This design comes from an exercise in tuning for small area and a short achievable clock period on the open sky130 flow, not from production work.
Only simulation tests tie the RTL to the original design; equivalence was not proved.

<file path="run.sh">
#!/bin/bash
# synth_recipe.tcl (not shown) runs the flow's synth.tcl, then flattens the netlist and writes it again
# the make line also repeats each setting of config.mk as NAME=value (left out here)
make -C /OpenROAD-flow-scripts/flow DESIGN_CONFIG=/design/flow/config.mk WORK_HOME=/design/flow/orfs CLKGATE_MAP_FILE= SYNTH_SCRIPT=/design/flow/synth_recipe.tcl finish
</file>
<file path="config.mk">
export PLATFORM = sky130hd
export DESIGN_NAME = lif_neuron_grid
export DESIGN_NICKNAME = lif_neuron_grid
export VERILOG_FILES = /design/flow/design.v
export SDC_FILE = /design/flow/constraint.sdc
export NUM_CORES = 4
export LEC_CHECK = 0
export CAP_MARGIN = 20
export CORE_MARGIN = 2
export CORE_UTILIZATION = 40
export SLEW_MARGIN = 20
</file>
<file path="constraint.sdc">
create_clock -name core_clock -period 7.5 [get_ports {clk}]
set_input_delay 1.5000 -clock core_clock [delete_from_list [all_inputs] [get_ports {clk}]]
set_output_delay 1.5000 -clock core_clock [all_outputs]
set_load 0.01 [all_outputs]
</file>
<file path="design.v">
module lif_neuron_grid #(
  parameter int WIDTH    = 16,
  parameter int LAYERS   = 6,
  parameter int WEIGHT_W = 4,
  parameter int THR_W    = 6,
  parameter int ACC_W    = 8,
  parameter int REFRAC   = 2
) (
  input  logic             clk,
  input  logic             rst_n,
  input  logic             tick,
  input  logic [WIDTH-1:0] spike_in,
  input  logic             cfg_en,
  input  logic             cfg_data,
  output logic             cfg_out,
  output logic [WIDTH-1:0] spike_out,
  output logic             spike_valid
);
  localparam int CFG_W = 3*WEIGHT_W + THR_W + 2;
  localparam int N     = LAYERS*WIDTH;
  localparam int CHAIN = N*CFG_W;
  localparam int REF_W = (REFRAC > 0) ? $clog2(REFRAC + 1) : 1;
  localparam int EXT_W = ACC_W + 2;
  localparam logic signed [EXT_W-1:0] V_MAX = EXT_W'((2**(ACC_W-1)) - 1);
  localparam logic signed [EXT_W-1:0] V_MIN = EXT_W'(-(2**(ACC_W-1)));
  logic [CHAIN-1:0]     chain_q, chain_d;
  logic [N*ACC_W-1:0]   v_q, v_d, nv;
  logic [N*REF_W-1:0]   ref_q, ref_d, nref;
  logic [N-1:0]         spk_q, spk_d, nspk;
  logic                 spike_valid_q, spike_valid_d;
  genvar gl, gc;
  generate
    for (gl = 0; gl < LAYERS; gl++) begin : g_layer
      logic [WIDTH-1:0] src;
      if (gl == 0) begin : g_src_in
        assign src = spike_in;
      end else begin : g_src_prev
        assign src = spk_q[(gl-1)*WIDTH +: WIDTH];
      end
      for (gc = 0; gc < WIDTH; gc++) begin : g_col
        localparam int NI = gl*WIDTH + gc;
        logic [CFG_W-1:0]           cfg;
        logic signed [WEIGHT_W-1:0] w_l, w_c, w_r;
        logic [THR_W-1:0]           thr;
        logic [1:0]                 leak;
        logic                       tap_l, tap_c, tap_r;
        logic signed [EXT_W-1:0]    sum, v_ext, v_raw;
        logic signed [ACC_W-1:0]    v_cur, v_sat, thr_ext;
        logic [REF_W-1:0]           ref_cur;
        logic                       in_ref, fire;
        assign cfg  = chain_q[NI*CFG_W +: CFG_W];
        assign w_l  = cfg[0 +: WEIGHT_W];
        assign w_c  = cfg[WEIGHT_W +: WEIGHT_W];
        assign w_r  = cfg[2*WEIGHT_W +: WEIGHT_W];
        assign thr  = cfg[3*WEIGHT_W +: THR_W];
        assign leak = cfg[3*WEIGHT_W + THR_W +: 2];
        if (gc == 0) begin : g_no_left
          assign tap_l = 1'b0;
        end else begin : g_left
          assign tap_l = src[gc-1];
        end
        if (gc == WIDTH-1) begin : g_no_right
          assign tap_r = 1'b0;
        end else begin : g_right
          assign tap_r = src[gc+1];
        end
        assign tap_c = src[gc];
        assign sum = (tap_l ? EXT_W'(w_l) : {EXT_W{1'b0}})
                   + (tap_c ? EXT_W'(w_c) : {EXT_W{1'b0}})
                   + (tap_r ? EXT_W'(w_r) : {EXT_W{1'b0}});
        assign v_cur   = v_q[NI*ACC_W +: ACC_W];
        assign ref_cur = ref_q[NI*REF_W +: REF_W];
        assign v_ext   = EXT_W'(v_cur);
        assign v_raw   = v_ext - (v_ext >>> leak) + sum;
        assign v_sat   = (v_raw > V_MAX) ? V_MAX[ACC_W-1:0] :
                         (v_raw < V_MIN) ? V_MIN[ACC_W-1:0] : v_raw[ACC_W-1:0];
        assign thr_ext = ACC_W'(thr);
        assign in_ref = (ref_cur != '0);
        assign fire   = (thr != '0) && (v_sat >= thr_ext);
        assign nspk[NI]                = !in_ref && fire;
        assign nv[NI*ACC_W +: ACC_W]   = (in_ref || fire) ? '0 : v_sat;
        assign nref[NI*REF_W +: REF_W] = in_ref ? (ref_cur - REF_W'(1)) :
                                         (fire ? REF_W'(REFRAC) : '0);
      end
    end
  endgenerate
  always_comb begin
    chain_d       = chain_q;
    v_d           = v_q;
    ref_d         = ref_q;
    spk_d         = spk_q;
    spike_valid_d = 1'b0;
    if (cfg_en) begin
      chain_d = {cfg_data, chain_q[CHAIN-1:1]};
      v_d     = '0;
      ref_d   = '0;
      spk_d   = '0;
    end else if (tick) begin
      v_d           = nv;
      ref_d         = nref;
      spk_d         = nspk;
      spike_valid_d = 1'b1;
    end
  end
  always_ff @(posedge clk or negedge rst_n) begin
    if (!rst_n) begin
      chain_q       <= '0;
      v_q           <= '0;
      ref_q         <= '0;
      spk_q         <= '0;
      spike_valid_q <= 1'b0;
    end else begin
      chain_q       <= chain_d;
      v_q           <= v_d;
      ref_q         <= ref_d;
      spk_q         <= spk_d;
      spike_valid_q <= spike_valid_d;
    end
  end
  assign cfg_out     = chain_q[0];
  assign spike_out   = spk_q[N-1 -: WIDTH];
  assign spike_valid = spike_valid_q;
endmodule
</file>
==> results.yml, run 1 <==
logic_synthesis:
  syn_nets: 27129
  synth_edf_count: 0
  yosys.area.top_type: "dfrtp_1"
  netlist_area_sq_um: 241000
  ys.flop_type: "dfrtp_1"
  syn_inst: 23377
  yosysWarningCount: 1
  synth_seq_cells: 2977
  yosys.area.top_type_share: 0.309
  synth.top_cells.by_count: "inv_1, dfrtp_1, fa_1"
  synthArstFlopShare: 1.00
  syn_avg_cell_area_sq_um: 10.3
  yosysMostFrequentCell: "inv_1"
  synthTopCellsByArea: "dfrtp_1, fa_1, ha_1"
  ys_types: 102
  yosysSeqAreaShare: 0.309
sta:
  period_share: 0.947
  finalSetupViolations: 0
  setup_ws_ns: 0.400
  timing.hold.ws_ns: 0.460
  hold_viol_final: 0
  min_period_ns: 7.10
  clock.fmax_mhz: 141
  clock_skew_ns: 0.0637
  rsz0062_at_grt: "false"
  drv_slew: 0
  worst_pin_slew_ns: 1.04
  slew_headroom: 0.306
cells_and_area:
  fin_cells: 31764
  syn_to_final_growth_pct: 9.84
  multi_input_area_sq_um: 149000
  seq_area_sq_um: 74500
  finalInstanceArea_sq_um: 265000
  layout.nets: 27194
  fillCellCount: 57064
  drive_above_1_share: 0.136
setup_path:
  crit_family: "adder cells"
  crit_path_frequent_cell: "fa_1"
  r2r_slack_ns: 0.40
  crit_path_end_kind: "register"
  cp_slowest_cell: "fa_1"
  worstPathMaxFanout: 7
  critPathKind: "register to register"
  arrival_ns: 8.00
  critPathMaxStageDelay_ns: 0.55
  required_ns: 8.40
  crit_buf_inv: 3
  setup.worst_path.start_class: "register"
global_routing:
  antenna_found_initial: 13
  use_met3: 0.0176
  grt-ovfl-total: 0
  grt_pass1_wl_um: 867000
  grt.total_usage: 0.168
  grt_pass1_vias: 166974
  use_met1: 0.244
  grtUsageMet2: 0.272
  grt.busiest_layer: "met2"
  grt_max_degree: 171
detailed_routing:
  first_pass_iters: 5
  drc: 0
  wl_um: 506000
  drtIter0Drc: 7801
  dr_total_vias: 161854
  wl_per_cell_um: 15.9
  vias_per_cell: 5.10
  ant_nets: 0
place:
  hpwl_um: 380000
  dpl_cell_area_sq_um: 253000
  gp_congestion: 0.842
  port_buffers: 38
  dp_worst_setup_slack_ns: -0.297
  placedCellCount: 31123
floorplanning:
  dieArea_sq_um: 610000
  core_area_sq_um: 602000
  fp-row-count: 285
  initial_core_util: 0.401
  die_h_um: 781
  chipWidth_um: 781
  ios: 39
clock_network:
  clockBufferDepth: 4
  clk_pin_slew_worst_paths_ns: 0.06
  cts_tree: "done"
  cts_max_level: 5
  clock_tree.root_cell: "clkbuf_16"
  clock_latency_ns: 0.99
  cts_buffers: 353
  cts.sinks: 2977
run:
  cap_viol_max_count: 0
outcome:
  status: "no timing/DRC/antenna violations"
worst_hold_path:
  hold_class: "input port to async pin"
-- timing repair --
| item | CTS | global route |
|---|---|---|
| hold buffers | 0 | 0 |
| resized for setup | 0 | 39 |
| buffers inserted | 0 | 0 |
| setup endpoints to repair | 0 | 166 |
-- cells by family (layout without fill, tap and decap cells) --
| family | count (synthesis) | count (layout) | synth area share |
|---|---|---|---|
| other cells | 0 | 5 | 0 |
| buf+inv | 4803 | 5149 | 0.0748 |
| fa+ha+maj | 3731 | 3731 | 0.256 |
| compound gates | 4625 | 4625 | 0.124 |
| simple gates | 4172 | 4172 | 0.0816 |
| flops | 2977 | 2977 | 0.309 |
| mux | 2227 | 2227 | 0.125 |
| xor+xnor | 842 | 842 | 0.0307 |
-- worst reg2reg max path: cells and delay by family (launching register included) --
family	cells	cell delay, ns
mux	1	0.54
compound gates	10	2.18
xor+xnor	1	0.39
flops	1	0.52
buf+inv	3	0.18
simple gates	4	0.72
fa+ha+maj	6	2.47
-- state kept, by name, indices dropped and copies added, names as in the netlist --
register	count
chain_q	1920
v_q	768
ref_q	192
spk_q	96
spike_valid_q	1
-- path summary, 6_finish.rpt --
path / from / end / depth (start not counted)
min reg2reg: chain_q[336] / chain_q[335] / 2
max reg2reg: chain_q[438] / v_q[173] / 25
min: rst_n / chain_q[1737] / 1
max in group asynchronous: rst_n / chain_q[123] / 3
min in group core_clock: chain_q[336] / chain_q[335] / 2
max: chain_q[438] / v_q[173] / 25
-- cell usage in the layout, fill, tap and decap left out, drive strengths merged, types with 36 or more instances in the layout --
cell / n
a31oi: 36
xor2: 421
o21bai: 104
bufinv: 44
ha: 1715
nor3: 148
a211oi: 71
clkbuf: 459
nand2b: 161
o31ai: 96
a21boi: 41
nor2b: 67
clkinv: 101
nand2: 1992
a22o: 347
dfrtp: 2977
inv: 4055
xnor2: 421
a21oi: 1129
nor4: 152
o21ai: 1465
a21o: 518
mux2: 1541
or3: 78
buf: 436
nand4: 54
o211ai: 56
o21a: 323
a32o: 94
and2: 525
mux2i: 216
mux4: 470
nand3b: 106
a211o: 37
a311o: 37
nor2: 624
fa: 2016
nand3: 163
-- per-layer routing --
metal  wire [um]  share of wire
met1      246000           0.49
met3       16300          0.032
met2      234000           0.46
met5          31       0.000061
met4        9960          0.020
-- per-stage QoR --
step	setup TNS, ns	util
after floorplan	0	-
after global placement	-5.34	0.420
after detailed placement	-11.95	0.420
after CTS	0	0.440
after global routing	0	0.441
final	0	0.441
-- final cells by class --
cell class              instances  area share
diodes                          5   0.0000472
clock buffers                 459      0.0369
clock inverters               177     0.00948
inverters                    4042      0.0573
multi-input cells           15597       0.562
flip-flops and latches       2977       0.281
well taps                    8036      0.0379
repair buffers                471      0.0156
==> run 2: changes to the inputs <==
==> design.v (replaced) <==
module lif_neuron_grid #(
  parameter int WIDTH    = 16,
  parameter int LAYERS   = 6,
  parameter int WEIGHT_W = 4,
  parameter int THR_W    = 6,
  parameter int ACC_W    = 8,
  parameter int REFRAC   = 2
) (
  input  logic             clk,
  input  logic             rst_n,
  input  logic             tick,
  input  logic [WIDTH-1:0] spike_in,
  input  logic             cfg_en,
  input  logic             cfg_data,
  output logic             cfg_out,
  output logic [WIDTH-1:0] spike_out,
  output logic             spike_valid
);
  localparam int CFG_W = 3*WEIGHT_W + THR_W + 2;
  localparam int N     = LAYERS*WIDTH;
  localparam int CHAIN = N*CFG_W;
  logic [CHAIN-1:0] chain_q;
  logic [N-1:0]     r2_q, r1_q;
  logic             spike_valid_q;
  wire step = tick & ~cfg_en;
  always_ff @(posedge clk or negedge rst_n) begin
    if (!rst_n) begin
      chain_q       <= '0;
      spike_valid_q <= 1'b0;
    end else begin
      if (cfg_en) chain_q <= {cfg_data, chain_q[CHAIN-1:1]};
      spike_valid_q <= step;
    end
  end
  genvar gl, gc;
  generate
    for (gl = 0; gl < LAYERS; gl++) begin : g_layer
      logic [WIDTH-1:0] src;
      if (gl == 0) begin : g_src_in
        assign src = spike_in;
      end else begin : g_src_prev
        assign src = r2_q[(gl-1)*WIDTH +: WIDTH];
      end
      for (gc = 0; gc < WIDTH; gc++) begin : g_col
        localparam int NI = gl*WIDTH + gc;
        logic [CFG_W-1:0] cfg;
        logic signed [3:0] w_l, w_c, w_r;
        logic [5:0] thr;
        logic [1:0] leak;
        logic tap_l, tap_c, tap_r;
        logic signed [7:0] v_q, x, v_sat;
        logic signed [8:0] v_raw;
        logic signed [5:0] sum;
        logic in_ref, fire, ovf;
        assign cfg  = chain_q[NI*CFG_W +: CFG_W];
        assign w_l  = cfg[3:0];
        assign w_c  = cfg[7:4];
        assign w_r  = cfg[11:8];
        assign thr  = cfg[17:12];
        assign leak = cfg[19:18];
        assign tap_l = (gc == 0)       ? 1'b0 : src[(gc == 0) ? 0 : gc-1];
        assign tap_r = (gc == WIDTH-1) ? 1'b0 : src[(gc == WIDTH-1) ? 0 : gc+1];
        assign tap_c = src[gc];
        assign sum = (tap_l ? 6'(w_l) : 6'sd0) + (tap_c ? 6'(w_c) : 6'sd0)
                   + (tap_r ? 6'(w_r) : 6'sd0);
        assign x     = v_q >>> leak;
        assign v_raw = 9'(v_q) - 9'(x) + 9'(sum);
        assign ovf   = v_raw[8] ^ v_raw[7];
        assign v_sat = ovf ? {v_raw[8], {7{~v_raw[8]}}} : v_raw[7:0];
        assign in_ref = r2_q[NI] | r1_q[NI];
        assign fire   = (thr != 6'd0) && !v_raw[8] && (v_raw[7:0] >= {2'b00, thr});
        always_ff @(posedge clk or negedge rst_n) begin
          if (!rst_n) begin
            v_q      <= '0;
            r2_q[NI] <= 1'b0;
            r1_q[NI] <= 1'b0;
          end else if (cfg_en) begin
            v_q      <= '0;
            r2_q[NI] <= 1'b0;
            r1_q[NI] <= 1'b0;
          end else if (tick) begin
            v_q      <= (in_ref || fire) ? 8'sd0 : v_sat;
            r2_q[NI] <= !in_ref && fire;
            r1_q[NI] <= r2_q[NI];
          end
        end
      end
    end
  endgenerate
  assign cfg_out     = chain_q[0];
  assign spike_out   = r2_q[N-1 -: WIDTH];
  assign spike_valid = spike_valid_q;
endmodule
--- a/config.mk
+++ b/config.mk
@@ -7,2 +7,3 @@
 export LEC_CHECK = 0
+export ABC_CLOCK_PERIOD_IN_PS = 4000
 export CAP_MARGIN = 20
@@ -10,2 +11,3 @@
 export CORE_UTILIZATION = 40
+export SETUP_SLACK_MARGIN = 2.5
 export SLEW_MARGIN = 20
==> run 2 against run 1 <==
Still clean. Utilization up 2.4 points. First-iteration DRC count fell by 3.9%. Global-route usage shrank 0.51 points. Register-to-register slack better by 2.1 ns. Critical endpoint is now g_layer[3].g_col[5].v_q[5].
==> results.yml, run 2 <==
global_routing:
  grt-ovfl-total: 0
  grt_pass1_wl_um: 767000
  grt_pass1_vias: 152631
  grt.total_usage: 0.163
  antenna_found_initial: 12
  grt_max_degree: 186
cells_and_area:
  largest_reg_flops: 1920
  drive_above_1_share: 0.223
  layout.nets: 24736
  syn_to_final_growth_pct: 15.8
  fin_cells: 29291
  top_register: "chain_q"
  top_regs: "chain_q x1920, g_layer.g_col.v_q x768"
  layout_commonest_cell: "inv_1"
  mostFrequentLayoutCells: "inv_1, dfrtp_1, nand2_1, mux2_2, ha_1"
floorplanning:
  die_h_um: 739
  fp-row-count: 270
  chipWidth_um: 739
  dieArea_sq_um: 546000
  initial_core_util: 0.401
  ios: 39
  core_area_sq_um: 540000
logic_synthesis:
  yosysMostFrequentCell: "inv_1"
  synth.top_cells.by_count: "inv_1, dfrtp_1, nand2_1"
  ys_types: 88
  syn_nets: 24403
  yosysWarningCount: 1
  yosys.area.top_type: "dfrtp_1"
  synth_seq_cells: 2881
  yosysSeqAreaShare: 0.333
  yosys.area.top_type_share: 0.333
  synthArstFlopShare: 1.00
  synth_edf_count: 0
  ys.flop_type: "dfrtp_1"
  netlist_area_sq_um: 216000
  syn_inst: 21454
  syn_avg_cell_area_sq_um: 10.1
  synthTopCellsByArea: "dfrtp_1, ha_1, fa_1"
detailed_routing:
  first_pass_iters: 7
  ant_nets: 0
  dr_total_vias: 151528
  wl_per_cell_um: 15.6
  vias_per_cell: 5.17
  wl_um: 456000
  drtIter0Drc: 7493
  drc: 0
setup_path:
  worstPathMaxFanout: 7
  rr_startpoint: "r2_q[38]"
  r2r_end: "g_layer[3].g_col[5].v_q[5]"
  setup.worst_path.start_class: "register"
  required_ns: 8.41
  r2r_slack_ns: 2.47
  critPathKind: "register to register"
  rr_worst_depth: 20
  arrival_ns: 5.94
  crit_path_end_kind: "register"
clock_network:
  cts.sinks: 2881
  cts_buffers: 355
  clock_latency_ns: 0.99
  cts_max_level: 5
  cts_tree: "done"
  clk_pin_slew_worst_paths_ns: 0.06
  holdBufCountCts: 0
  clock_tree.root_cell: "clkbuf_16"
  clockBufferDepth: 4
sta:
  period_share: 0.671
  slew_headroom: 0.244
  clock_skew_ns: 0.0573
  hold_viol_final: 0
  finalSetupViolations: 0
  rsz0062_at_grt: "true"
  clock.fmax_mhz: 199
  drv_slew: 0
  setup_ws_ns: 2.47
  min_period_ns: 5.03
  fin_setup_tns_ns: 0
  worst_pin_slew_ns: 1.13
place:
  placedCellCount: 28051
  gp_congestion: 0.824
  hpwl_um: 313000
  dp_worst_setup_slack_ns: 0.655
  port_buffers: 38
run:
  cap_viol_max_count: 0
outcome:
  status: "no timing/DRC/antenna violations"
worst_hold_path:
  hold_class: "input port to async pin"
run 2: per-stage QoR:
stage	cell area [sq um]	util	hold slack [ns]
final	250000	0.464	0.393
after global routing	250000	0.464	0.331
after CTS	241000	0.447	0.285
after detailed placement	225000	0.417	0.466
after global placement	225000	0.417	0.457
after floorplan	217000	-	0.450
run 2: critical path, stage by stage, from the launching register on:
cell	delay, ns
dfrtp_2	0.49
buf_8	0.17
buf_12	0.12
and2_4	0.13
fa_1	0.49
ha_2	0.19
inv_2	0.04
fa_2	0.52
fa_1	0.42
inv_2	0.08
ha_4	0.21
a21o_1	0.18
a211oi_2	0.23
nor2_2	0.10
ha_1	0.32
and2_4	0.17
o21ai_2	0.15
o21ai_2	0.08
o41ai_2	0.38
nor2b_4	0.31
a32o_1	0.19
run 2: logic make-up (layout without fill, tap and decap cells):
group	Yosys count	in the layout	synth area share
and+or+nand+nor	4705	4705	0.0976
AOI/OAI and AO/OA	3947	3947	0.115
buffers and inverters	3825	4449	0.0665
adders and majority gates	2985	2985	0.210
DFF	2881	2881	0.333
muxes	2403	2403	0.148
xor gates and xnor gates	708	708	0.0288
other	0	5	0
run 2: area by class of cell:
type / instances / area (sq um)
well taps: 7208 / 9020
clock inverters: 156 / 2170
multi-input cells: 14748 / 138000
diodes: 5 / 12.5
clock buffers: 492 / 10300
repair buffers: 710 / 6600
inverters: 3091 / 11600
fillers: 50100 / 289000
flip-flops and latches: 2881 / 72300
run 2: worst max-delay path by stage:
| stage | cells after the start | end | from |
|---|---|---|---|
| 2_1_floorplan | 20 | g_layer[0].g_col[3].v_q[0] | spike_in[4] |
| 3_3_place_gp | 19 | g_layer[0].g_col[13].v_q[0] | spike_in[12] |
| 3_5_place_dp | 20 | g_layer[0].g_col[11].v_q[0] | spike_in[12] |
| 4_1_cts | 18 | g_layer[3].g_col[1].v_q[3] | r2_q[34] |
| 5_1_grt | 21 | g_layer[3].g_col[2].v_q[4] | r2_q[34] |
| 6_report | 20 | g_layer[3].g_col[5].v_q[5] | r2_q[38] |
run 2: layer usage:
metal	vias to the layer above	routed length (um)	track usage
met5	-	13	0
met4	2	9350	0.0362
met3	545	13500	0.0201
met2	1461	219000	0.271
met1	75835	214000	0.226
li1	73685	-	-
run 2: timing repair:
action	CTS	global route
setup buffers	217	368
cloned	1	1
endpoints found under the setup margin	669	678
pin swaps	147	866
resized for setup	535	1626
==> run 3: changes to the inputs <==
==> design.v (replaced) <==
module lif_neuron_grid #(
  parameter int WIDTH    = 16,
  parameter int LAYERS   = 6,
  parameter int WEIGHT_W = 4,
  parameter int THR_W    = 6,
  parameter int ACC_W    = 8,
  parameter int REFRAC   = 2
) (
  input  logic             clk,
  input  logic             rst_n,
  input  logic             tick,
  input  logic [WIDTH-1:0] spike_in,
  input  logic             cfg_en,
  input  logic             cfg_data,
  output logic             cfg_out,
  output logic [WIDTH-1:0] spike_out,
  output logic             spike_valid
);
  localparam int CFG_W = 3*WEIGHT_W + THR_W + 2;
  localparam int N     = LAYERS*WIDTH;
  localparam int CHAIN = N*CFG_W;
  logic [CHAIN-1:0] chain_q;
  logic [N-1:0]     f_q, spk;
  logic             spike_valid_q;
  wire step = tick & ~cfg_en;
  always_ff @(posedge clk or negedge rst_n) begin
    if (!rst_n) begin
      chain_q       <= '0;
      spike_valid_q <= 1'b0;
    end else begin
      if (cfg_en) chain_q <= {cfg_data, chain_q[CHAIN-1:1]};
      spike_valid_q <= step;
    end
  end
  function automatic logic [17:0] fa9(input logic [8:0] a, b, c);
    fa9 = {((a & b) | (a & c) | (b & c)), a ^ b ^ c};
  endfunction
  genvar gi, gj;
  generate
    for (gi = 0; gi < LAYERS; gi++) begin : g_layer
      logic [WIDTH-1:0] src;
      if (gi == 0) begin : g_src_in
        assign src = spike_in;
      end else begin : g_src_prev
        assign src = spk[(gi-1)*WIDTH +: WIDTH];
      end
      for (gj = 0; gj < WIDTH; gj++) begin : g_col
        localparam int NI = gi*WIDTH + gj;
        logic [CFG_W-1:0] cfg;
        logic signed [3:0] w_l, w_c, w_r;
        logic [5:0] thr;
        logic [1:0] leak;
        logic tap_l, tap_c, tap_r;
        logic signed [7:0] v_q, x, v_sat;
        logic signed [8:0] v_raw;
        logic in_ref, fire, ovf;
        assign cfg  = chain_q[NI*CFG_W +: CFG_W];
        assign w_l  = cfg[3:0];
        assign w_c  = cfg[7:4];
        assign w_r  = cfg[11:8];
        assign thr  = cfg[17:12];
        assign leak = cfg[19:18];
        assign tap_l = (gj == 0)       ? 1'b0 : src[(gj == 0) ? 0 : gj-1];
        assign tap_r = (gj == WIDTH-1) ? 1'b0 : src[(gj == WIDTH-1) ? 0 : gj+1];
        assign tap_c = src[gj];
        logic [8:0] opA, opB, opL, opC, opR, s1, c1, s2, c2, s3, c3;
        logic [3:0] gl, gc, gr;
        logic ge;
        assign gl  = w_l & {4{tap_l}};
        assign gc  = w_c & {4{tap_c}};
        assign gr  = w_r & {4{tap_r}};
        assign x   = v_q >>> leak;
        assign opA = {1'b0, ~v_q[7], v_q[6:0]};
        assign opB = {1'b0, x[7], ~x[6:0]};
        assign opL = {4'b0, ~gl[3], gl};
        assign opC = {1'b0, 3'b111, 1'b0, ~gc[3], gc[2:0]};
        assign opR = {5'b0, ~gr[3], gr[2:0]};
        assign {c1, s1} = fa9(opL, opC, opR);
        assign {c2, s2} = fa9(opA, opB, s1);
        assign {c3, s3} = fa9(s2, {c2[7:0], 1'b1}, {c1[7:0], 1'b0});
        assign v_raw = s3 + {c3[7:0], 1'b0};
        assign ovf   = v_raw[8] ^ v_raw[7];
        assign v_sat = ovf ? {v_raw[8], {7{~v_raw[8]}}} : v_raw[7:0];
        always_comb begin
          ge = 1'b1;
          for (int i = 0; i < 6; i++) ge = (v_raw[i] & ~thr[i]) | ((v_raw[i] | ~thr[i]) & ge);
        end
        assign in_ref = f_q[NI];
        assign spk[NI] = f_q[NI] & v_q[0];
        assign fire   = (thr != 6'd0) && !v_raw[8] && (v_raw[7] | v_raw[6] | ge);
        always_ff @(posedge clk or negedge rst_n) begin
          if (!rst_n) begin
            v_q     <= '0;
            f_q[NI] <= 1'b0;
          end else if (cfg_en) begin
            v_q     <= '0;
            f_q[NI] <= 1'b0;
          end else if (tick) begin
            v_q     <= in_ref ? 8'sd0 : fire ? 8'sd1 : v_sat;
            f_q[NI] <= in_ref ? v_q[0] : fire;
          end
        end
      end
    end
  endgenerate
  assign cfg_out     = chain_q[0];
  assign spike_out   = spk[N-1 -: WIDTH];
  assign spike_valid = spike_valid_q;
endmodule
--- a/config.mk
+++ b/config.mk
@@ -7,3 +7,2 @@
 export LEC_CHECK = 0
-export ABC_CLOCK_PERIOD_IN_PS = 4000
 export CAP_MARGIN = 20
@@ -11,2 +10,5 @@
 export CORE_UTILIZATION = 40
+export CTS_BUF_LIST = sky130_fd_sc_hd__clkbuf_8
+export CTS_CLUSTER_DIAMETER = 60
+export CTS_CLUSTER_SIZE = 20
 export SETUP_SLACK_MARGIN = 2.5
==> run 3 against run 2 <==
Still clean. Worst hold slack lost 0.14 ns. Utilization down 2.1 points. Final area fell by 9.3%. Critical path type unchanged.
==> results.yml, run 3 <==
place:
  port_buffers: 38
  hpwl_um: 335000
  gp_congestion: 0.843
  placedCellCount: 25891
run:
  cap_viol_max_count: 0
global_routing:
  grt_pass1_vias: 145628
  grt-ovfl-total: 0
  grt_max_degree: 167
  grt.total_usage: 0.178
  antenna_found_initial: 14
  grt_pass1_wl_um: 775000
setup_path:
  critPathKind: "register to register"
  required_ns: 8.59
  rr_startpoint: "g_layer[2].g_col[13].v_q[0]"
  r2r_slack_ns: 2.60
  setup.worst_path.start_class: "register"
  crit_path_end_kind: "register"
  r2r_end: "g_layer[3].g_col[12].v_q[3]"
  rr_worst_depth: 17
  cp-startpoint: "g_layer[2].g_col[13].v_q[0]"
  worstPathMaxFanout: 6
  arrival_ns: 5.99
logic_synthesis:
  yosysWarningCount: 1
  synth.top_cells.by_count: "dfrtp_1, inv_1, nand2_1"
  yosys.area.top_type: "dfrtp_1"
  yosys.area.top_type_share: 0.339
  yosysSeqAreaShare: 0.339
  yosysMostFrequentCell: "dfrtp_1"
  syn_nets: 22142
  synthTopCellsByArea: "dfrtp_1, fa_1, mux2_2"
  netlist_area_sq_um: 205000
  synth_seq_cells: 2785
  ys_types: 86
  synthArstFlopShare: 1.00
  syn_inst: 19651
  synth_edf_count: 0
  syn_avg_cell_area_sq_um: 10.5
  ys.flop_type: "dfrtp_1"
clock_network:
  clock_tree.root_cell: "clkbuf_8"
  cts_max_level: 5
  clock_latency_ns: 1.19
  clockBufferDepth: 4
  cts.sinks: 2785
  holdBufCountCts: 0
  clk_pin_slew_worst_paths_ns: 0.10
  cts_tree: "done"
  cts_buffers: 305
floorplanning:
  core_area_sq_um: 512000
  initial_core_util: 0.401
  die_h_um: 721
  chipWidth_um: 721
  ios: 39
  fp-row-count: 263
  dieArea_sq_um: 519000
cells_and_area:
  largest_reg_flops: 1920
  top_register: "chain_q"
  layout_commonest_cell: "inv_1"
  mostFrequentLayoutCells: "inv_1, dfrtp_1, nand2_1, mux2_2, fa_1"
  drive_above_1_share: 0.219
  top_regs: "chain_q x1920, g_layer.g_col.v_q x768, f_q x96"
  fin_cells: 26821
  syn_to_final_growth_pct: 10.6
  layout.nets: 22293
detailed_routing:
  first_pass_iters: 6
  drc: 0
  dr_total_vias: 144284
  wl_um: 469000
  wl_per_cell_um: 17.5
  drtIter0Drc: 8780
  ant_nets: 0
  vias_per_cell: 5.38
sta:
  slew_headroom: 0.297
  hold_viol_final: 0
  clock_skew_ns: 0.0754
  worst_pin_slew_ns: 1.05
  clock.fmax_mhz: 204
  period_share: 0.653
  rsz0062_at_grt: "true"
  finalSetupViolations: 0
  fin_setup_tns_ns: 0
  drv_slew: 0
  min_period_ns: 4.90
outcome:
  status: "no timing/DRC/antenna violations"
worst_hold_path:
  hold_class: "input port to async pin"
run 3: cell types whose count changed in the layout (fill, tap and decap cells not counted), sizes merged, moves of 186 or more:
cell   change
o21ai    -651
ha       -644
mux2i    -349
xor2     -312
mux2     +306
inv      -296
nand2    -243
nor2     -219
o31ai    +213
and3     +211
buf      -204
fa       +186
run 3: cell families (layout without fill, tap and decap cells):
kind of cell               count (synthesis)  count (layout)  synth area share
other                                      0               7                 0
xor gates and xnor gates                 257             257            0.0110
AOI/OAI and AO/OA                       3831            3831             0.130
and+or+nand+nor                         4464            4480             0.102
buffers and inverters                   3377            3767            0.0617
DFF                                     2785            2785             0.339
muxes                                   2334            2334             0.153
adders and majority gates               2603            2603             0.204
run 3: cell type report:
cell class	instances	area (sq um)
Clock buffer	326	4490
Tap cell	6757	8450
Multi-Input combinational cell	13505	127000
Sequential cell	2785	69900
Fill cell	48055	285000
Clock inverter	236	2790
Timing Repair Buffer	515	4740
Antenna cell	7	17.5
Inverter	2690	10100
run 3: how the worst max path moves through the flow:
| stage | endpoint | cells after the start |
|---|---|---|
| floorplan | g_layer[0].g_col[13].v_q[1] | 16 |
| global placement | g_layer[0].g_col[14].v_q[1] | 17 |
| detailed placement | g_layer[0].g_col[14].v_q[2] | 17 |
| CTS | g_layer[2].g_col[1].v_q[2] | 16 |
| global route | g_layer[1].g_col[13].v_q[1] | 18 |
| finish | g_layer[3].g_col[12].v_q[3] | 17 |
run 3: timing repair:
action	CTS	global route
hold endpoints to repair	0	0
pin swaps	44	311
setup buffers	129	216
endpoints found under the setup margin	582	609
resized for setup	455	472
cloned	6	10
run 3: stage by stage:
| stage | utilization | setup WS (ns) | area (sq um) | hold slack [ns] |
|---|---|---|---|---|
| 6_report | 0.443 | 2.60 | 227000 | 0.249 |
| 5_1_grt | 0.443 | 2.44 | 227000 | 0.224 |
| 4_1_cts | 0.436 | 2.48 | 224000 | 0.206 |
| 3_5_place_dp | 0.418 | 0.973 | 214000 | 0.487 |
| 3_3_place_gp | 0.418 | 0.999 | 214000 | 0.484 |
| 2_1_floorplan | - | 2.02 | 207000 | 0.459 |
run 3: routing by layer:
metal  share of wire  wire (um)  GRT usage
met1            0.47     223000      0.254
met2            0.47     221000      0.294
met3           0.033      15600     0.0171
met4           0.020       9440     0.0358
met5        0.000087         41          0
run 3: critical path, stage by stage, from the launching register on:
cell and delay [ns]:
dfrtp_1 0.46, and2_4 0.25, buf_6 0.13, nand2_1 0.09, fa_1 0.50, fa_1 0.52, inv_2 0.04, fa_1 0.49
ha_2 0.20, fa_2 0.35, a21o_1 0.19, a311o_1 0.29, a21oi_2 0.20, xnor2_2 0.12, a2111o_1 0.43, nand3_2 0.09
nor3b_4 0.30, a22o_1 0.17
==> run 4: changes to the inputs <==
--- a/config.mk
+++ b/config.mk
@@ -10,5 +10,2 @@
 export CORE_UTILIZATION = 40
-export CTS_BUF_LIST = sky130_fd_sc_hd__clkbuf_8
-export CTS_CLUSTER_DIAMETER = 60
-export CTS_CLUSTER_SIZE = 20
 export SETUP_SLACK_MARGIN = 2.5
==> run 4 against run 3 <==
Final area increased by 2.0%. Clock skew down 0.018 ns. Critical path depth increased by 1. Global-route usage increased by 0.079 points. Worst setup slack lost 0.016 ns. Highest routed layer unchanged.
==> results.yml, run 4 <==
clock_network:
  holdBufCountCts: 0
  cts_tree: "done"
  cts_max_level: 5
  cts_buffers: 333
  clk_pin_slew_worst_paths_ns: 0.06
  cts.sinks: 2785
  clock_latency_ns: 0.98
  clock_tree.root_cell: "clkbuf_16"
  clockBufferDepth: 4
sta:
  drv_slew: 0
  clock.fmax_mhz: 203
  hold_viol_final: 0
  finalSetupViolations: 0
  worst_pin_slew_ns: 1.25
  clock_skew_ns: 0.0573
  fin_setup_tns_ns: 0
  slew_headroom: 0.167
  min_period_ns: 4.92
  period_share: 0.655
  rsz0062_at_grt: "true"
global_routing:
  grt-ovfl-total: 0
  grt.total_usage: 0.179
  grt_pass1_wl_um: 777000
  grt_max_degree: 167
  antenna_found_initial: 9
  grt_pass1_vias: 146333
cells_and_area:
  layout_commonest_cell: "inv_1"
  largest_reg_flops: 1920
  drive_above_1_share: 0.220
  syn_to_final_growth_pct: 12.7
  top_regs: "chain_q x1920, g_layer.g_col.v_q x768, f_q x96"
  layout.nets: 22320
  mostFrequentLayoutCells: "inv_1, dfrtp_1, nand2_1, mux2_2, fa_1"
  top_register: "chain_q"
  fillCellCount: 47545
logic_synthesis:
  synthArstFlopShare: 1.00
  yosysMostFrequentCell: "dfrtp_1"
  synth_edf_count: 0
  yosys.area.top_type_share: 0.339
  yosys.area.top_type: "dfrtp_1"
  ys.flop_type: "dfrtp_1"
  yosysWarningCount: 1
  syn_inst: 19651
  synth_seq_cells: 2785
  syn_nets: 22142
  netlist_area_sq_um: 205000
  syn_avg_cell_area_sq_um: 10.5
  synthTopCellsByArea: "dfrtp_1, fa_1, mux2_2"
  synth.top_cells.by_count: "dfrtp_1, inv_1, nand2_1"
  yosysSeqAreaShare: 0.339
  ys_types: 86
setup_path:
  crit_path_end_kind: "register"
  setup.worst_path.start_class: "register"
  r2r_slack_ns: 2.58
  required_ns: 8.37
  cp_cell_sequence: "buf_6 > and2_4 > buf_12 > nand2_1 > fa_1 > fa_1 > inv_1 > fa_1 > ha_2 > fa_2 > a21o_1 > a21oi_2 > xor2_2 > a22oi_2 > a2111o_1 > nand3_2 > nor3b_4 > a221o_1"
  rr_startpoint: "f_q[44]"
  r2r_end: "g_layer[3].g_col[12].v_q[1]"
  arrival_ns: 5.79
  cp_slowest_cell: "fa_1"
  rr_worst_depth: 18
  critPathKind: "register to register"
  worstPathMaxFanout: 6
  critPathMaxStageDelay_ns: 0.50
  crit_buf_inv: 3
  crit_family: "adder cells"
  crit_path_frequent_cell: "fa_1"
floorplanning:
  dieArea_sq_um: 519000
  chipWidth_um: 721
  initial_core_util: 0.401
  core_area_sq_um: 512000
  die_h_um: 721
  fp-row-count: 263
  ios: 39
detailed_routing:
  first_pass_iters: 6
  ant_nets: 0
  dr_total_vias: 144757
  drtIter0Drc: 8892
  drc: 0
  vias_per_cell: 5.39
  wl_per_cell_um: 17.5
  wl_um: 471000
place:
  hpwl_um: 335000
  port_buffers: 38
  gp_congestion: 0.843
worst_hold_path:
  hold_class: "input port to async pin"
run:
  cap_viol_max_count: 0
outcome:
  status: "no timing/DRC/antenna violations"
-- run 4: cell counts after synthesis --
No cell type changed its count.
-- run 4: cell families (layout without fill, tap and decap cells) --
kind of cell,count (synthesis),count (layout),synth area share
flops,2785,2785,0.339
simple gates,4464,4484,0.102
xor+xnor,257,257,0.0110
mux,2334,2334,0.153
other cells,0,5,0
buf+inv,3377,3806,0.0617
compound gates,3831,3831,0.130
fa+ha+maj,2603,2603,0.204
-- run 4: cell type report --
class | count | area, sq um | share of cell area
well taps | 6757 | 8450 | 0.0365
diodes | 5 | 12.5 | 0.0000540
clock buffers | 458 | 9600 | 0.0415
clock inverters | 148 | 2050 | 0.00884
multi-input cells | 13509 | 127000 | 0.547
flip-flops and latches | 2785 | 69900 | 0.302
inverters | 2690 | 10100 | 0.0437
repair buffers | 510 | 4710 | 0.0203
-- run 4: layer usage --
metal | vias up | track usage | routed length [um]
met1 | 73155 | 0.254 | 223000
met4 | 4 | 0.0401 | 10100
met3 | 584 | 0.0196 | 16100
li1 | 68986 | - | -
met2 | 2028 | 0.293 | 222000
met5 | - | 0 | 27
-- run 4: repair_timing --
item                       in CTS  in global routing
setup buffers                 113                227
resized for setup             465                502
setup endpoints to repair     667                612
gates cloned                    7                 13
pin swaps                      44                316
-- run 4: per-stage QoR --
step           worst slack (ns)  cells  area, sq um  hold slack, ns   util
6_report                   2.58  26862       232000           0.462  0.452
5_1_grt                    2.40  26858       232000           0.478  0.452
4_1_cts                    2.49  26617       228000           0.473  0.445
3_5_place_dp              0.973  25891       214000           0.487  0.418
3_3_place_gp              0.999  25891       214000           0.484  0.418
2_1_floorplan              2.02  19651       207000           0.459      -
-- run 4: worst register-to-register path: stages, from the launching register on --
cell and delay [ns]:
dfrtp_1 0.39, buf_6 0.15, and2_4 0.19, buf_12 0.13
nand2_1 0.08, fa_1 0.43, fa_1 0.50, inv_1 0.06
fa_1 0.50, ha_2 0.21, fa_2 0.40, a21o_1 0.21
a21oi_2 0.19, xor2_2 0.27, a22oi_2 0.09, a2111o_1 0.42
nand3_2 0.11, nor3b_4 0.33, a221o_1 0.20
-- run 4: worst max path at each step --
stage	to	depth (start not counted)	slack [ns]	start
global route	g_layer[3].g_col[11].v_q[1]	17	2.40	g_layer[2].g_col[11].v_q[0]
detailed placement	g_layer[0].g_col[14].v_q[2]	17	0.97	spike_in[13]
finish	g_layer[3].g_col[12].v_q[1]	18	2.58	f_q[44]
CTS	g_layer[2].g_col[12].v_q[1]	16	2.49	f_q[29]
floorplan	g_layer[0].g_col[13].v_q[1]	16	2.02	spike_in[12]
global placement	g_layer[0].g_col[14].v_q[1]	17	1.0	spike_in[13]
==> run 5: changes to the inputs <==
--- a/config.mk
+++ b/config.mk
@@ -9,3 +9,5 @@
 export CORE_MARGIN = 2
-export CORE_UTILIZATION = 40
+export CORE_UTILIZATION = 55
+export CTS_CLUSTER_DIAMETER = 90
+export CTS_CLUSTER_SIZE = 25
 export SETUP_SLACK_MARGIN = 2.5
==> run 5 against run 4 <==
Clock-buffer cell count down 280. Non-clock buffer count grew 5. Worst setup slack better by 0.012 ns. Largest cell class unchanged.
==> results.yml, run 5 <==
outcome:
  status: "no timing/DRC/antenna violations"
logic_synthesis:
  ys_types: 86
  ys.flop_type: "dfrtp_1"
  synthTopCellsByArea: "dfrtp_1, fa_1, mux2_2"
  yosys.area.top_type: "dfrtp_1"
  syn_inst: 19651
  syn_avg_cell_area_sq_um: 10.5
  yosys.area.top_type_share: 0.339
  syn_nets: 22142
  synth_edf_count: 0
  synthArstFlopShare: 1.00
  yosysSeqAreaShare: 0.339
  synth.top_cells.by_count: "dfrtp_1, inv_1, nand2_1"
  netlist_area_sq_um: 205000
  yosysMostFrequentCell: "dfrtp_1"
  synth_seq_cells: 2785
  yosysWarningCount: 1
worst_hold_path:
  holdPathEnd: "chain_q[893]"
  hold_class: "register to register"
  hold_depth: 2
  min_from: "chain_q[894]"
clock_network:
  clockBufferDepth: 4
  cts_buffers: 163
  cts_tree: "done"
  clock_tree.root_cell: "clkbuf_16"
  cts.sinks: 2785
  clock_latency_ns: 0.93
  cts_max_level: 4
  clk_pin_slew_worst_paths_ns: 0.11
global_routing:
  grt_pass1_wl_um: 769000
  grt-ovfl-total: 0
  grt.total_usage: 0.245
  grt_pass1_vias: 142389
  antenna_found_initial: 15
  grt_max_degree: 162
place:
  dpl_cell_area_sq_um: 212000
  hpwl_um: 334000
  port_buffers: 38
  dp_worst_setup_slack_ns: 0.896
  gp_congestion: 0.842
floorplanning:
  fp-row-count: 224
  die_h_um: 615
  ios: 39
  core_area_sq_um: 372000
  dieArea_sq_um: 378000
  chipWidth_um: 615
  initial_core_util: 0.552
run:
  cap_viol_max_count: 0
setup_path:
  required_ns: 8.34
  setup.worst_path.start_class: "register"
  rr_startpoint: "g_layer[0].g_col[12].v_q[0]"
  worstPathMaxFanout: 6
  rr_worst_depth: 17
  r2r_end: "g_layer[1].g_col[11].v_q[1]"
  arrival_ns: 5.74
  r2r_slack_ns: 2.60
  critPathKind: "register to register"
  crit_path_end_kind: "register"
detailed_routing:
  ant_nets: 0
  drc: 0
  vias_per_cell: 5.79
  wl_per_cell_um: 18.8
  wl_um: 466000
  dr_total_vias: 143220
  first_pass_iters: 5
  drtIter0Drc: 8646
cells_and_area:
  drive_above_1_share: 0.212
  largest_reg_flops: 1920
  layout_commonest_cell: "inv_1"
  mostFrequentLayoutCells: "inv_1, dfrtp_1, nand2_1, mux2_2, fa_1"
  syn_to_final_growth_pct: 8.82
  top_regs: "chain_q x1920, g_layer.g_col.v_q x768, f_q x96"
  top_register: "chain_q"
  multi_input_area_sq_um: 127000
  fillCellCount: 31644
  finalInstanceArea_sq_um: 224000
  seq_area_sq_um: 69900
  layout.nets: 22154
sta:
  clock.fmax_mhz: 204
  fin_setup_tns_ns: 0
  clock_skew_ns: 0.0294
  setup_ws_ns: 2.60
  worst_pin_slew_ns: 1.02
  hold_viol_final: 0
  drv_slew: 0
  period_share: 0.654
  rsz0062_at_grt: "true"
  slew_headroom: 0.321
  finalSetupViolations: 0
  min_period_ns: 4.90
  timing.hold.ws_ns: 0.500
[run 5: how the worst max path moves through the flow]
stage	startpoint	endpoint	slack (ns)	cells past startpoint
floorplan	spike_in[12]	g_layer[0].g_col[13].v_q[1]	2.02	16
global placement	spike_in[12]	g_layer[0].g_col[13].v_q[1]	0.95	17
detailed placement	spike_in[13]	g_layer[0].g_col[13].v_q[2]	0.90	17
CTS	g_layer[2].g_col[8].v_q[0]	g_layer[3].g_col[7].v_q[1]	2.46	18
global route	g_layer[4].g_col[14].v_q[0]	g_layer[5].g_col[15].v_q[2]	2.35	19
finish	g_layer[0].g_col[12].v_q[0]	g_layer[1].g_col[11].v_q[1]	2.60	17
[run 5: cell families after synthesis]
family	count (synthesis)	synth area share
xor gates and xnor gates	257	0.0110
and+or+nand+nor	4464	0.102
AOI/OAI and AO/OA	3831	0.130
buffers and inverters	3377	0.0617
adders and majority gates	2603	0.204
muxes	2334	0.153
DFF	2785	0.339
[run 5: timing repair]
action | in CTS | in global routing
setup buffers | 134 | 220
pin swaps | 57 | 358
setup endpoints to repair | 679 | 610
gates cloned | 9 | 10
hold endpoints to repair | 0 | 0
hold buffers | 0 | 0
gates resized for setup | 493 | 563
[run 5: per-stage QoR]
stage          instances  utilization
2_1_floorplan      19651            -
3_3_place_gp       24097        0.569
3_5_place_dp       24097        0.569
4_1_cts            24510        0.590
5_1_grt            24742        0.601
6_report           24744        0.601
[run 5: final cells by class]
class	instances	share of cell area
Antenna cell	4	0.0000448
Clock buffer	178	0.0190
Clock inverter	92	0.00519
Inverter	2690	0.0452
Multi-Input combinational cell	13508	0.569
Sequential cell	2785	0.313
Tap cell	4972	0.0278
Timing Repair Buffer	515	0.0215
[run 5: worst max-delay path, stage by stage, from the launching register on]
cell and delay, ns:
dfrtp_2 0.45, and2_4 0.24, buf_4 0.14, nand2_1 0.07, fa_1 0.46, fa_1 0.49
inv_1 0.05, fa_1 0.46, ha_2 0.21, fa_2 0.40, a21o_1 0.18, a311o_1 0.39
a21oi_2 0.19, xnor2_2 0.12, a2111o_1 0.34, nand3_2 0.09, nor3b_4 0.34, a221o_1 0.20
[run 5: layer usage]
layer	routed length, um	share of wire	GRT usage	vias up
met5	0	0	0	-
met4	8300	0.018	0.0437	0
met3	14400	0.031	0.0180	439
met2	214000	0.46	0.390	1852
met1	230000	0.49	0.374	72455
li1	-	-	-	68474
==> run 6: changes to the inputs <==
--- a/config.mk
+++ b/config.mk
@@ -12,3 +12,3 @@
 export CTS_CLUSTER_SIZE = 25
-export SETUP_SLACK_MARGIN = 2.5
+export SETUP_SLACK_MARGIN = 2.75
 export SLEW_MARGIN = 20
==> run 6 against run 5 <==
Critical path type unchanged. Via count is 1.2% higher. Still clean on timing, DRC and antenna. Worst setup slack better by 0.12 ns. Sequential share of layout area is 0.86 points lower. Area after synthesis stayed put. Synthesized cell count stayed put. Global-route usage increased by 0.35 points. Non-clock buffer count rose by 300.
==> results.yml, run 6 <==
logic_synthesis:
  synth-compound-area-share: 0.130
  synth_top_family_by_area: "adder cells"
  yosys.area.top_type_share: 0.339
  yosys.area.top_type: "dfrtp_1"
  synth-xor-area-share: 0.0110
  ys_types: 86
  synthTopCellsByArea: "dfrtp_1, fa_1, mux2_2"
  synthAdderAreaFrac: 0.204
  syn_nets: 22142
  yosysWarningCount: 1
  synth.top_cells.by_count: "dfrtp_1, inv_1, nand2_1"
  synth_edf_count: 0
  yosysMostFrequentCell: "dfrtp_1"
  synthSimpleGateAreaFrac: 0.102
  syn_avg_cell_area_sq_um: 10.5
  synth_seq_cells: 2785
  syn_inst: 19651
  synthMuxAreaShare: 0.153
  netlist_area_sq_um: 205000
  yosysSeqAreaShare: 0.339
  ys.flop_type: "dfrtp_1"
  synthArstFlopShare: 1.00
clock_network:
  clock_tree.root_cell: "clkbuf_16"
  cts_buffers: 168
  holdBufCountCts: 0
  cts_max_level: 4
  clk_pin_slew_worst_paths_ns: 0.10
  cts.sinks: 2785
  cts_tree: "done"
  clock_latency_ns: 0.92
  clockBufferDepth: 4
floorplanning:
  fp-row-count: 224
  die_h_um: 615
  initial_core_util: 0.552
  chipWidth_um: 615
  ios: 39
  dieArea_sq_um: 378000
  core_area_sq_um: 372000
global_routing:
  grt_pass1_wl_um: 780000
  grt_max_degree: 190
  grt-ovfl-total: 0
  grt_pass1_vias: 144042
  antenna_found_initial: 13
  grt.total_usage: 0.249
setup_path:
  crit_path_end_kind: "register"
  arrival_ns: 5.65
  cp_cell_sequence: "and2_4 > buf_12 > nand2_4 > fa_1 > fa_1 > inv_1 > fa_1 > ha_2 > fa_2 > a21o_1 > a311o_1 > a21oi_2 > xnor2_2 > a2111o_1 > nand3_2 > nor3b_4 > a221o_1"
  critPathMaxStageDelay_ns: 0.49
  required_ns: 8.37
  critPathKind: "register to register"
  cp_slowest_cell: "fa_1"
  setup.worst_path.start_class: "register"
  crit_path_frequent_cell: "fa_1"
  rr_startpoint: "g_layer[3].g_col[2].v_q[0]"
  cp-startpoint: "g_layer[3].g_col[2].v_q[0]"
  worstPathMaxFanout: 6
sta:
  min_period_ns: 4.78
  period_share: 0.638
  clock_skew_ns: 0.0370
  finalSetupViolations: 0
  fin_setup_tns_ns: 0
  rsz0062_at_grt: "true"
  drv_slew: 0
  slew_headroom: 0.0591
  worst_pin_slew_ns: 1.41
  hold_viol_final: 0
  clock.fmax_mhz: 209
detailed_routing:
  dr_total_vias: 144918
  drc: 0
  vias_per_cell: 5.78
  wl_per_cell_um: 19.0
  first_pass_iters: 6
  drtIter0Drc: 8247
  ant_nets: 0
  wl_um: 477000
cells_and_area:
  layout.nets: 22454
  layout_commonest_cell: "inv_1"
  syn_to_final_growth_pct: 12.0
  top_regs: "chain_q x1920, g_layer.g_col.v_q x768, f_q x96"
  largest_reg_flops: 1920
  mostFrequentLayoutCells: "inv_1, dfrtp_1, mux2_2, nand2_1, fa_1"
  top_register: "chain_q"
  fin_cells: 25055
  drive_above_1_share: 0.259
place:
  placedCellCount: 24096
  hpwl_um: 332000
  gp_congestion: 0.854
  port_buffers: 38
outcome:
  status: "no timing/DRC/antenna violations"
worst_hold_path:
  hold_class: "register to register"
  min_from: "chain_q[1908]"
run:
  cap_viol_max_count: 0
## run 6: timing repair
item,CTS,global route
gates resized for setup,882,1145
gates cloned,13,3
setup buffers,388,265
setup endpoints to repair,759,651
pin swaps,394,1031
endpoints found under the hold margin,0,0
## run 6: cell type report
| cell class | count | area [sq um] |
|---|---|---|
| fill | 31071 | 142000 |
| multi-input combinational | 13503 | 131000 |
| sequential | 2785 | 69900 |
| inverter | 2690 | 10100 |
| timing repair buffer | 815 | 7380 |
| tap | 4972 | 6220 |
| clock buffer | 187 | 4530 |
| clock inverter | 96 | 1280 |
| antenna | 7 | 17.5 |
## run 6: final timing paths
check / end / slack, ns / cells past startpoint
max reg2reg: g_layer[4].g_col[1].v_q[1] / 2.72 / 17
min in group asynchronous: chain_q[1789] / 0.63 / 1
max in group asynchronous: f_q[12] / 5.05 / 3
min reg2reg: chain_q[1907] / 0.51 / 1
max: g_layer[4].g_col[1].v_q[1] / 2.72 / 17
min: chain_q[1907] / 0.51 / 1
## run 6: cell families (layout without fill, tap and decap cells)
group	after synthesis	count (layout)
other	0	7
adder cells (fa/ha/maj)	2603	2603
AO/OA/AOI/OAI	3831	3831
flip-flops	2785	2785
buffers and inverters	3377	3788
AND/OR/NAND/NOR	4464	4478
XOR/XNOR	257	257
multiplexers	2334	2334
## run 6: stage by stage
stage	util	setup slack [ns]	hold slack, ns	instance area, sq um
floorplan	-	2.02	0.459	207000
global placement	0.570	0.903	0.482	212000
global route	0.618	2.53	0.519	230000
detailed placement	0.570	0.839	0.487	212000
finish	0.618	2.72	0.505	230000
CTS	0.601	2.70	0.508	224000
## run 6: worst max-delay path, delay by kind of cell, from the launching register on
family / cells / cell delay [ns]
buffers and inverters: 2 / 0.16
adder cells (fa/ha/maj): 5 / 1.98
AO/OA/AOI/OAI: 5 / 1.38
flip-flops: 1 / 0.47
AND/OR/NAND/NOR: 4 / 0.67
XOR/XNOR: 1 / 0.10
## run 6: layer usage
metal  routed length, um  part of all wire  global-route usage
met5                   0                 0                   0
met4                8110             0.017              0.0428
met3               15100             0.032              0.0213
met2              224000              0.47               0.402
met1              230000              0.48               0.372
==> run 7: changes to the inputs <==
--- a/config.mk
+++ b/config.mk
@@ -9,6 +9,6 @@
 export CORE_MARGIN = 2
-export CORE_UTILIZATION = 55
+export CORE_UTILIZATION = 40
 export CTS_CLUSTER_DIAMETER = 90
 export CTS_CLUSTER_SIZE = 25
-export SETUP_SLACK_MARGIN = 2.75
+export SETUP_SLACK_MARGIN = 2.5
 export SLEW_MARGIN = 20
==> run 7 against run 6 <==
Sequential share of layout area up 0.58 points. Critical path type is now input port to register. Die area up 37%. Fmax down 2.9%. Critical endpoint is now g_layer[0].g_col[14].v_q[1]. Global-route usage down 7.2 points. Via count down 1.1%. Utilization down 18 points. Final cell count up 5.9%. Area after synthesis unchanged.
==> results.yml, run 7 <==
sta:
  hold_viol_final: 0
  slew_headroom: 0.314
  worst_pin_slew_ns: 1.03
  fin_setup_tns_ns: 0
  clock.fmax_mhz: 203
  min_period_ns: 4.93
  drv_slew: 0
  period_share: 0.657
  timing.hold.ws_ns: 0.489
  finalSetupViolations: 0
  rsz0062_at_grt: "true"
  clock_skew_ns: 0.0600
worst_hold_path:
  hold_depth: 1
  holdPathEnd: "chain_q[439]"
  hold_class: "register to register"
  min_from: "chain_q[440]"
detailed_routing:
  vias_per_cell: 5.40
  first_pass_iters: 5
  ant_nets: 0
  drc: 0
  wl_um: 465000
  drtIter0Drc: 8890
  dr_total_vias: 143327
  wl_per_cell_um: 17.5
logic_synthesis:
  synth_edf_count: 0
  yosys.area.top_type: "dfrtp_1"
  yosysMostFrequentCell: "dfrtp_1"
  synthArstFlopShare: 1.00
  netlist_area_sq_um: 205000
  ys.flop_type: "dfrtp_1"
  yosys.area.top_type_share: 0.339
  syn_inst: 19651
  synthTopCellsByArea: "dfrtp_1, fa_1, mux2_2"
  synth.top_cells.by_count: "dfrtp_1, inv_1, nand2_1"
  syn_nets: 22142
  synth_seq_cells: 2785
  yosysWarningCount: 1
  yosysSeqAreaShare: 0.339
  ys_types: 86
  syn_avg_cell_area_sq_um: 10.5
global_routing:
  grt_pass1_wl_um: 770000
  grt.total_usage: 0.177
  grt_pass1_vias: 144296
  grt_max_degree: 167
  antenna_found_initial: 12
  grt-ovfl-total: 0
place:
  hpwl_um: 335000
  gp_congestion: 0.843
  placedCellCount: 25891
  port_buffers: 38
  dpl_cell_area_sq_um: 214000
setup_path:
  setup.worst_path.start_class: "input port"
  critPathMaxStageDelay_ns: 0.56
  crit_family: "adder cells"
  arrival_ns: 5.71
  r2r_end: "g_layer[3].g_col[11].v_q[1]"
  cp_cell_sequence: "buf_2 > nand2_1 > fa_1 > fa_1 > inv_1 > fa_1 > ha_2 > inv_1 > fa_2 > nor2b_4 > o31a_1 > or4b_4 > o2111ai_2 > o31ai_1 > or2_4 > and2_4 > a221o_1"
  crit_path_end_kind: "register"
  critPathKind: "input port to register"
  rr_worst_depth: 18
  worstPathMaxFanout: 12
  crit_buf_inv: 3
  cp_slowest_cell: "or4b_4"
  crit_path_frequent_cell: "fa_1"
  rr_startpoint: "g_layer[2].g_col[11].v_q[0]"
  required_ns: 8.29
  r2r_slack_ns: 2.58
cells_and_area:
  syn_to_final_growth_pct: 9.82
  finalInstanceArea_sq_um: 226000
  layout_commonest_cell: "inv_1"
  fin_cells: 26540
  layout.nets: 22163
  largest_reg_flops: 1920
  top_register: "chain_q"
  multi_input_area_sq_um: 127000
  mostFrequentLayoutCells: "inv_1, dfrtp_1, nand2_1, mux2_2, fa_1"
  seq_area_sq_um: 69900
  fin_util: 0.440
  drive_above_1_share: 0.210
  top_regs: "chain_q x1920, g_layer.g_col.v_q x768, f_q x96"
  fillCellCount: 48152
floorplanning:
  initial_core_util: 0.401
  ios: 39
  dieArea_sq_um: 519000
  chipWidth_um: 721
  die_h_um: 721
  core_area_sq_um: 512000
  fp-row-count: 263
clock_network:
  cts_max_level: 4
  holdBufCountCts: 0
  cts_buffers: 166
  clock_latency_ns: 0.96
  cts_tree: "done"
  clock_tree.root_cell: "clkbuf_16"
  clk_pin_slew_worst_paths_ns: 0.10
  cts.sinks: 2785
  clockBufferDepth: 4
outcome:
  status: "no timing/DRC/antenna violations"
run:
  cap_viol_max_count: 0
-- run 7: cell types whose count changed in the layout (fill, tap and decap cells not counted), moves of 43 or more --
| cell | previous run | this run |
|---|---|---|
| inv_2 | 59 | 16 |
| fa_1 | 1142 | 1204 |
| fa_2 | 148 | 86 |
| buf_4 | 638 | 409 |
| nand2_1 | 1762 | 1865 |
| nand2_2 | 88 | 27 |
| o21ai_0 | 682 | 753 |
| ha_1 | 1030 | 1121 |
| ha_2 | 100 | 42 |
| buf_6 | 78 | 11 |
| inv_1 | 2625 | 2672 |
| a21oi_1 | 507 | 568 |
| a21oi_2 | 99 | 50 |
-- run 7: logic make-up after synthesis --
| family | share of synthesized area |
|---|---|
| AOI/OAI and AO/OA | 0.130 |
| and+or+nand+nor | 0.102 |
| xor gates and xnor gates | 0.0110 |
| buffers and inverters | 0.0617 |
| adders and majority gates | 0.204 |
| DFF | 0.339 |
| muxes | 0.153 |
-- run 7: layer usage --
metal	vias up	GRT usage	wire (um)
met5	-	0	27
met3	378	0.0147	13300
met2	1644	0.295	221000
li1	68436	-	-
met4	4	0.0305	7510
met1	72865	0.255	223000
-- run 7: layout make-up --
class	instances	share of cell area
Timing Repair Buffer	522	0.0212
Tap cell	6757	0.0375
Sequential cell	2785	0.310
Multi-Input combinational cell	13507	0.562
Clock inverter	89	0.00520
Antenna cell	4	0.0000444
Inverter	2690	0.0448
Clock buffer	186	0.0196
-- run 7: timing repair --
item | in CTS | in global routing
setup endpoints to repair | 675 | 598
setup buffers | 119 | 233
pin swaps | 43 | 324
cloned | 8 | 10
gates resized for setup | 493 | 491
-- run 7: how the worst max path moves through the flow --
stage | startpoint | end | slack, ns | depth (start not counted)
2_1_floorplan | spike_in[12] | g_layer[0].g_col[13].v_q[1] | 2.02 | 16
3_3_place_gp | spike_in[13] | g_layer[0].g_col[14].v_q[1] | 1.0 | 17
3_5_place_dp | spike_in[13] | g_layer[0].g_col[14].v_q[2] | 0.97 | 17
4_1_cts | g_layer[1].g_col[1].v_q[0] | g_layer[2].g_col[1].v_q[2] | 2.48 | 16
5_1_grt | f_q[43] | g_layer[3].g_col[11].v_q[1] | 2.36 | 18
6_report | spike_in[14] | g_layer[0].g_col[14].v_q[1] | 2.57 | 17
-- run 7: stage by stage --
stage | setup WS, ns
final | 2.57
after global routing | 2.36
after CTS | 2.48
after detailed placement | 0.973
after global placement | 0.999
after floorplan | 2.02

[re-timing with driven ports]
Ports are ideal in the flow. The routed layouts listed here were re-timed in OpenROAD.
Step 1 sets driving cells, clkbuf_16 on the clock port and buf_2 on the other inputs (assumed; they add their load-dependent delay and slew).
Step 2 also shifts input and output timing later by t, the mid clock arrival at the registers, as if the neighbouring blocks saw the same clock.
Slacks: ideal / step 1 / step 2; pairs: ideal / step 1.
| run | t, ns | slack for setup (ns) | worst setup path after step 2 | worst slew at a driven data input, ns |
|---|---|---|---|---|
| run 1 | 1.089 | 0.400 / 0.400 / -0.304 | input to register | 0.18 |
| run 2 | 1.102 | 2.468 / 2.468 / 1.507 | input to register | 0.16 |
| run 3 | 1.249 | 2.600 / 2.600 / 1.421 | input to register | 0.13 |
| run 4 | 1.069 | 2.584 / 2.584 / 1.561 | input to register | 0.13 |
| run 5 | 1.016 | 2.596 / 2.596 / 1.601 | input to register | 0.15 |
| run 6 | 1.014 | 2.717 / 2.717 / 1.703 | input to register | 0.26 |
| run 7 | 1.046 | 2.575 / 2.578 / 1.544 | input to register | 0.13 |
Met with ideal ports but missed after step 2: setup timing in run 1. For run 3, which loses most, drivers alone change the setup slack by 0.000 ns; drivers and shift together by -1.179 ns.
